What follows belongs to an exercise in optimizing a design on an open flow for small area and a short achievable clock period; a production flow would make more cautious choices. RTL that was checked went through simulation tests only; none was proved equivalent to the original. Power is estimated from default activity; no workload was simulated.

## alpha
## mem_issue_queue
module mem_issue_queue (
    input  logic clk,
    input  logic reset,
    input  logic [1:0] i_ren_valid,
    input  logic [195:0] i_ren_entry,
    input  logic [3:0] i_ren_src_ready,
    input  logic [3:0] i_wb_valid,
    input  logic [3:0] i_wb_uses_rd,
    input  logic [23:0] i_wb_rd,
    input  logic i_recall,
    input  logic [5:0] i_new_front,
    input  logic [5:0] i_old_front,
    output logic o_stall,
    output logic [1:0] o_iss_valid,
    output logic [195:0] o_iss_entry
);
For scale: roughly 6400 cells after synthesis, about 450 I/O pins, roughly 83000 sq um of cells after synthesis.
clock: 7.5 ns
lec_check: 0
cap_margin: 20
core_margin: 2
core_utilization: 40
setup_slack_margin: 3.8
slew_margin: 20
synth_hierarchical: 1
standard.sh (not shown) runs the stock make flow with config.mk's settings and CLKGATE_MAP_FILE= SYNTH_SCRIPT=/design/flow/synth_recipe.tcl, a recipe that flattens the netlist after the stock synthesis.
==> flow/flow/run.sh <==
#!/bin/bash
# The standard layout, with plain buffers (buf_2) on the ports instead of the
# delay cells buffer_ports picks on its own. make's output goes to make.log.
set -euo pipefail
bash standard.sh 'BUFFER_PORTS_ARGS=-buffer_cell sky130_fd_sc_hd__buf_2' finish > make.log 2>&1
## Diff of input files: beta against alpha
--- a/flow/design.v
+++ b/flow/design.v
@@ -179,34 +179,18 @@
     logic [3:0] rec_front;
     always_comb begin
         rec_front = '0;
         for (int i = 0; i < N; i++) begin
             rec_front = rec_front | ({4{start[i]}} & 4'(i));
         end
     end
-    logic [N/2-1:0] rsel_e;
-    logic [N/2-1:0] rsel_o;
     logic h0;
     logic h1;
     assign h0 = valid[back] && rdy1[back] && rdy2[back] && !fl[back];
     assign h1 = h0 && valid[back1] && rdy1[back1] && rdy2[back1] && !fl[back1];
-    logic [N-1:0] bo;
-    logic [N-1:0] go;
-    logic [N-1:0] iss_clr;
-    always_comb begin
-        for (int k = 0; k < N / 2; k++) begin
-            bo[2*k] = rsel_o[k] & !back[0];
-            bo[2*k+1] = rsel_o[k] & back[0];
-        end
-        go = valid & rdy1 & rdy2 & ~fl;
-        for (int i = 0; i < N; i++) begin
-            iss_clr[i] = (bo[i] & go[i]) |
-                         (bo[(i + N - 1) % N] & go[(i + N - 1) % N] & go[i]);
-        end
-    end
     always_ff @(posedge clk) begin
         for (int i = 0; i < N; i++) begin
             if (wen[i]) begin
                 mem[i] <= i[0] ? d_o : d_e;
             end
         end
     end
@@ -280,25 +264,27 @@
             back <= '0;
             c15 <= 1'b0;
             c14 <= 1'b0;
             o_iss_valid <= '0;
         end else begin
             for (int i = 0; i < N; i++) begin
                 valid[i] <= (valid[i] && !fl[i] &&
-                             !iss_clr[i]) ||
+                             !(h0 && (4'(i) == back)) && !(h1 && (4'(i) == back1))) ||
                             ((na1 || na2) && (4'(i) == front)) ||
                             (na2 && (4'(i) == front1));
             end
             front <= front_n;
             back <= back_n;
             c15 <= c15_n;
             c14 <= c14_n;
             o_iss_valid <= {h1, h0};
         end
     end
+    logic [N/2-1:0] rsel_e;
+    logic [N/2-1:0] rsel_o;
     logic adv_e;
     logic adv_o;
     assign adv_e = h1 | (h0 & !back[0]);
     assign adv_o = h1 | (h0 & back[0]);
     always_ff @(posedge clk) begin
         if (reset) begin
             rsel_e <= 8'd1;
- beta ended with every stage complete and zero timing, DRC or antenna violations.
- The lower slew at the pin closest to its max-slew limit came out of beta.
- For the fraction of area in multi-input gates, beta came in 0.41 points higher than alpha did.
- When the final numbers for beta and alpha were put side by side, the core utilization turned out to be greater in alpha.
- Diff alpha -> beta: synthesized cell count now sits lower; clock-pin slew reported for the worst setup and hold paths after clock tree synthesis roughly the same; final area closely matched the old numbers.

* * *

The RTL this note starts from:
==> flow/design.v <==
package iq_pkg;
    localparam int IQ_SIZE = 16;
    localparam int IQ_PTR_W = $clog2(IQ_SIZE);
    localparam int AL_SIZE = 64;
    localparam int AL_TAG_W = $clog2(AL_SIZE);
    localparam int NUM_PR = 64;
    localparam int PR_W = $clog2(NUM_PR);
    localparam int ADDR_W = 32;
    localparam int NUM_LANES = 2;
    localparam int NUM_WB = 4;
    typedef logic [AL_TAG_W-1:0] al_tag_t;
    typedef logic [PR_W-1:0] pr_tag_t;
    typedef logic [IQ_PTR_W-1:0] iq_ptr_t;
    typedef logic [IQ_PTR_W:0] iq_count_t;
    typedef enum logic {
        MEM_READ,
        MEM_WRITE
    } mem_op_e;
    typedef enum logic [2:0] {
        W_BYTE  = 3'b000,
        W_HALF  = 3'b001,
        W_WORD  = 3'b010,
        W_UBYTE = 3'b100,
        W_UHALF = 3'b101
    } mem_width_e;
    typedef struct packed {
        logic [ADDR_W-1:0] pc;
        pr_tag_t rs1;
        pr_tag_t rs2;
        pr_tag_t rd;
        logic uses_rs1;
        logic uses_rs2;
        logic uses_rd;
        logic uses_imm;
        logic [31:0] imm;
        logic is_mem_access;
        logic accesses_csr;
        mem_op_e mem_op;
        mem_width_e width;
        al_tag_t al_addr;
    } iq_entry_t;
    localparam int ENTRY_W = ADDR_W + 3 * PR_W + 4 + 32 + 2 + 1 + 3 + AL_TAG_W;
endpackage
`timescale 1ns/1ps
module mem_issue_queue (
    input  logic clk,
    input  logic reset,
    input  logic [1:0] i_ren_valid,
    input  logic [195:0] i_ren_entry,
    input  logic [3:0] i_ren_src_ready,
    input  logic [3:0] i_wb_valid,
    input  logic [3:0] i_wb_uses_rd,
    input  logic [23:0] i_wb_rd,
    input  logic i_recall,
    input  logic [5:0] i_new_front,
    input  logic [5:0] i_old_front,
    output logic o_stall,
    output logic [1:0] o_iss_valid,
    output logic [195:0] o_iss_entry
);
    localparam int EW = iq_pkg::ENTRY_W;
    localparam int N = iq_pkg::IQ_SIZE;
    logic [EW-1:0] e0;
    logic [EW-1:0] e1;
    assign e0 = i_ren_entry[EW-1:0];
    assign e1 = i_ren_entry[2*EW-1:EW];
    logic q0;
    logic q1;
    assign q0 = i_ren_valid[0] & (e0[11] | e0[10]);
    assign q1 = i_ren_valid[1] & (e1[11] | e1[10]);
    logic [3:0] back;
    logic [3:0] back1;
    logic [3:0] front;
    logic [3:0] front1;
    logic [3:0] cnt;
    logic c15;
    logic c14;
    logic acc;
    assign back1 = back + 4'd1;
    assign front1 = front + 4'd1;
    assign cnt = front - back;
    assign o_stall = (c15 & (q0 | q1)) | (c14 & q0 & q1);
    assign acc = !o_stall && !i_recall;
    logic [3:0] wbv;
    assign wbv = i_wb_valid & i_wb_uses_rd;
    function automatic logic wb_hit(input logic [5:0] tag, input logic [3:0] v,
                                    input logic [23:0] rd);
        logic h;
        h = 1'b0;
        for (int k = 0; k < 4; k++) begin
            h = h | (v[k] && (rd[6*k +: 6] == tag));
        end
        wb_hit = h;
    endfunction
    logic [1:0] rin0;
    logic [1:0] rin1;
    assign rin0[0] = !e0[47] || i_ren_src_ready[0] || wb_hit(e0[65:60], wbv, i_wb_rd);
    assign rin0[1] = !e0[46] || i_ren_src_ready[1] || wb_hit(e0[59:54], wbv, i_wb_rd);
    assign rin1[0] = !e1[47] || i_ren_src_ready[2] || wb_hit(e1[65:60], wbv, i_wb_rd);
    assign rin1[1] = !e1[46] || i_ren_src_ready[3] || wb_hit(e1[59:54], wbv, i_wb_rd);
    logic sel_e0;
    logic sel_o0;
    logic [EW-1:0] d_e;
    logic [EW-1:0] d_o;
    logic [1:0] r_e;
    logic [1:0] r_o;
    assign sel_e0 = !front[0] & q0;
    assign sel_o0 = front[0] & q0;
    assign d_e = sel_e0 ? e0 : e1;
    assign d_o = sel_o0 ? e0 : e1;
    assign r_e = sel_e0 ? rin0 : rin1;
    assign r_o = sel_o0 ? rin0 : rin1;
    logic [EW-1:0] mem [N];
    logic [N-1:0] valid;
    logic [N-1:0] rdy1;
    logic [N-1:0] rdy2;
    logic [N-1:0] wen;
    logic [N-1:0] inr;
    logic [N-1:0] fl;
    logic [N-1:0] start;
    logic wrap;
    assign wrap = i_new_front > i_old_front;
    always_comb begin
        for (int i = 0; i < N; i++) begin
            wen[i] = (4'(i) == front) || ((4'(i) == front1) && !c15);
            if (wrap) begin
                inr[i] = (mem[i][5:0] >= i_new_front) || (mem[i][5:0] < i_old_front);
            end else begin
                inr[i] = (mem[i][5:0] >= i_new_front) && (mem[i][5:0] < i_old_front);
            end
            fl[i] = i_recall && valid[i] && inr[i];
        end
        for (int i = 0; i < N; i++) begin
            start[i] = fl[i] && !fl[(i + N - 1) % N];
        end
    end
    logic [3:0] rec_front;
    logic rec_any;
    always_comb begin
        rec_front = '0;
        for (int i = 0; i < N; i++) begin
            rec_front = rec_front | ({4{start[i]}} & 4'(i));
        end
        rec_any = |start;
    end
    logic h0;
    logic h1;
    assign h0 = valid[back] && rdy1[back] && rdy2[back] && !fl[back];
    assign h1 = h0 && valid[back1] && rdy1[back1] && rdy2[back1] && !fl[back1];
    always_ff @(posedge clk) begin
        for (int i = 0; i < N; i++) begin
            if (wen[i]) begin
                mem[i] <= i[0] ? d_o : d_e;
            end
        end
    end
    always_ff @(posedge clk) begin
        for (int i = 0; i < N; i++) begin
            if (wen[i]) begin
                {rdy2[i], rdy1[i]} <= i[0] ? r_o : r_e;
            end else begin
                if (wb_hit(mem[i][65:60], wbv, i_wb_rd)) rdy1[i] <= 1'b1;
                if (wb_hit(mem[i][59:54], wbv, i_wb_rd)) rdy2[i] <= 1'b1;
            end
        end
    end
    logic [3:0] front_n;
    logic [3:0] back_n;
    logic [3:0] cnt_n;
    always_comb begin
        front_n = front;
        if (i_recall) begin
            if (rec_any) front_n = rec_front;
        end else if (acc) begin
            front_n = front + 4'(q0) + 4'(q1);
        end
        back_n = back + 4'(h0) + 4'(h1);
        cnt_n = front_n - back_n;
    end
    always_ff @(posedge clk) begin
        if (reset) begin
            valid <= '0;
            front <= '0;
            back <= '0;
            c15 <= 1'b0;
            c14 <= 1'b0;
            o_iss_valid <= '0;
        end else begin
            for (int i = 0; i < N; i++) begin
                valid[i] <= (valid[i] && !fl[i] &&
                             !(h0 && (4'(i) == back)) && !(h1 && (4'(i) == back1))) ||
                            (acc && (q0 || q1) && (4'(i) == front)) ||
                            (acc && q0 && q1 && (4'(i) == front1));
            end
            front <= front_n;
            back <= back_n;
            c15 <= cnt_n == 4'd15;
            c14 <= cnt_n == 4'd14;
            o_iss_valid <= {h1, h0};
        end
    end
    logic [N/2-1:0] rsel_e;
    logic [N/2-1:0] rsel_o;
    logic [2:0] eidx_n;
    assign eidx_n = back_n[3:1] + 3'(back_n[0]);
    always_ff @(posedge clk) begin
        for (int k = 0; k < N / 2; k++) begin
            rsel_e[k] <= eidx_n == 3'(k);
            rsel_o[k] <= back_n[3:1] == 3'(k);
        end
    end
    logic [EW-1:0] rd_e;
    logic [EW-1:0] rd_o;
    always_comb begin
        rd_e = '0;
        rd_o = '0;
        for (int k = 0; k < N / 2; k++) begin
            rd_e = rd_e | ({EW{rsel_e[k]}} & mem[2*k]);
            rd_o = rd_o | ({EW{rsel_o[k]}} & mem[2*k+1]);
        end
    end
    always_ff @(posedge clk) begin
        o_iss_entry[EW-1:0] <= back[0] ? rd_o : rd_e;
        o_iss_entry[2*EW-1:EW] <= back[0] ? rd_e : rd_o;
    end
endmodule
clock: 7.5 ns
lec_check: 0
cap_margin: 20
core_margin: 2
core_utilization: 40
setup_slack_margin: 3.8
slew_margin: 20
run.sh (not shown) runs the stock make flow with config.mk's settings and CLKGATE_MAP_FILE= SYNTH_SCRIPT=/design/flow/synth_recipe.tcl, a recipe that flattens the netlist after the stock synthesis.
Stock flow here: none of the scripts above is used.
==> next run, changes <==
--- a/flow/design.v
+++ b/flow/design.v
@@ -80,4 +80,6 @@
     assign front1 = front + 4'd1;
     assign cnt = front - back;
+    assign c15 = cnt == 4'd15;
+    assign c14 = cnt == 4'd14;
     assign o_stall = (c15 & (q0 | q1)) | (c14 & q0 & q1);
     assign acc = !o_stall && !i_recall;
@@ -165,17 +167,4 @@
         end
     end
-    logic [3:0] front_n;
-    logic [3:0] back_n;
-    logic [3:0] cnt_n;
-    always_comb begin
-        front_n = front;
-        if (i_recall) begin
-            if (rec_any) front_n = rec_front;
-        end else if (acc) begin
-            front_n = front + 4'(q0) + 4'(q1);
-        end
-        back_n = back + 4'(h0) + 4'(h1);
-        cnt_n = front_n - back_n;
-    end
     always_ff @(posedge clk) begin
         if (reset) begin
@@ -183,6 +172,4 @@
             front <= '0;
             back <= '0;
-            c15 <= 1'b0;
-            c14 <= 1'b0;
             o_iss_valid <= '0;
         end else begin
@@ -193,20 +180,24 @@
                             (acc && q0 && q1 && (4'(i) == front1));
             end
-            front <= front_n;
-            back <= back_n;
-            c15 <= cnt_n == 4'd15;
-            c14 <= cnt_n == 4'd14;
+            if (i_recall) begin
+                if (rec_any) front <= rec_front;
+            end else if (acc) begin
+                front <= front + 4'(q0) + 4'(q1);
+            end
+            back <= back + 4'(h0) + 4'(h1);
             o_iss_valid <= {h1, h0};
         end
     end
-    logic [N/2-1:0] rsel_e;
-    logic [N/2-1:0] rsel_o;
-    logic [2:0] eidx_n;
-    assign eidx_n = back_n[3:1] + 3'(back_n[0]);
-    always_ff @(posedge clk) begin
-        for (int k = 0; k < N / 2; k++) begin
-            rsel_e[k] <= eidx_n == 3'(k);
-            rsel_o[k] <= back_n[3:1] == 3'(k);
-        end
+    logic [7:0] rsel_e;
+    logic [7:0] rsel_o;
+    logic swp;
+    logic [2:0] eidx;
+    assign eidx = back[3:1] + 3'(back[0]);
+    always_ff @(posedge clk) begin
+        for (int k = 0; k < 8; k++) begin
+            rsel_e[k] <= eidx == 3'(k);
+            rsel_o[k] <= back[3:1] == 3'(k);
+        end
+        swp <= back[0];
     end
     logic [EW-1:0] rd_e;
@@ -215,12 +206,10 @@
         rd_e = '0;
         rd_o = '0;
-        for (int k = 0; k < N / 2; k++) begin
+        for (int k = 0; k < 8; k++) begin
             rd_e = rd_e | ({EW{rsel_e[k]}} & mem[2*k]);
             rd_o = rd_o | ({EW{rsel_o[k]}} & mem[2*k+1]);
         end
     end
-    always_ff @(posedge clk) begin
-        o_iss_entry[EW-1:0] <= back[0] ? rd_o : rd_e;
-        o_iss_entry[2*EW-1:EW] <= back[0] ? rd_e : rd_o;
-    end
+    assign o_iss_entry[EW-1:0] = swp ? rd_o : rd_e;
+    assign o_iss_entry[2*EW-1:EW] = swp ? rd_e : rd_o;
 endmodule
What happened: The new run completed without violations; sequential power goes down by about a fifth; die area goes down by a few percent; worst setup slack gains 1.6 ns; sequential share of layout area goes down by 5.8 points; first-iteration DRC count goes up by about a fifth; via count goes up by a few percent; synthesized area goes down by a few percent; power goes down by roughly a tenth; core utilization goes up by 4.3 points; wire length goes up by roughly a tenth; combinational power goes up by roughly a tenth; worst hold slack loses 0.096 ns.
The RTL of the first run of this note was laid out without a check of its function.

[static timing again, ports no longer ideal]
How much do the figures lean on ideal ports? The routed layouts below were timed once more, with nothing changed but the port constraints. Step 1 sets driving cells, clkbuf_16 on the clock port and buf_2 on the other inputs (assumed; they add their load-dependent delay and slew). Step 2 moves the port delays by t, midway between the first and last clock arrival at a register: inputs arrive t later, outputs are due t later. That takes back most of the time a late clock gives input paths. a / b / c = ideal / step 1 / step 2; a / b = the first two.
run	t (ns)	slack for setup (ns)	clock arrival spread, ns	worst slew at a driven data input, ns
alpha	0.922	3.378 / 3.431 / 2.509	0.093 / 0.093	0.19
beta	0.907	3.440 / 3.464 / 2.556	0.076 / 0.077	0.25
the first run of note 2	0.936	1.668 / 1.720 / 0.784	0.039 / 0.039	0.16
the second run of note 2	0.909	3.303 / 3.264 / 2.497	0.044 / 0.044	0.17
After both steps setup and hold are still met in every run listed.
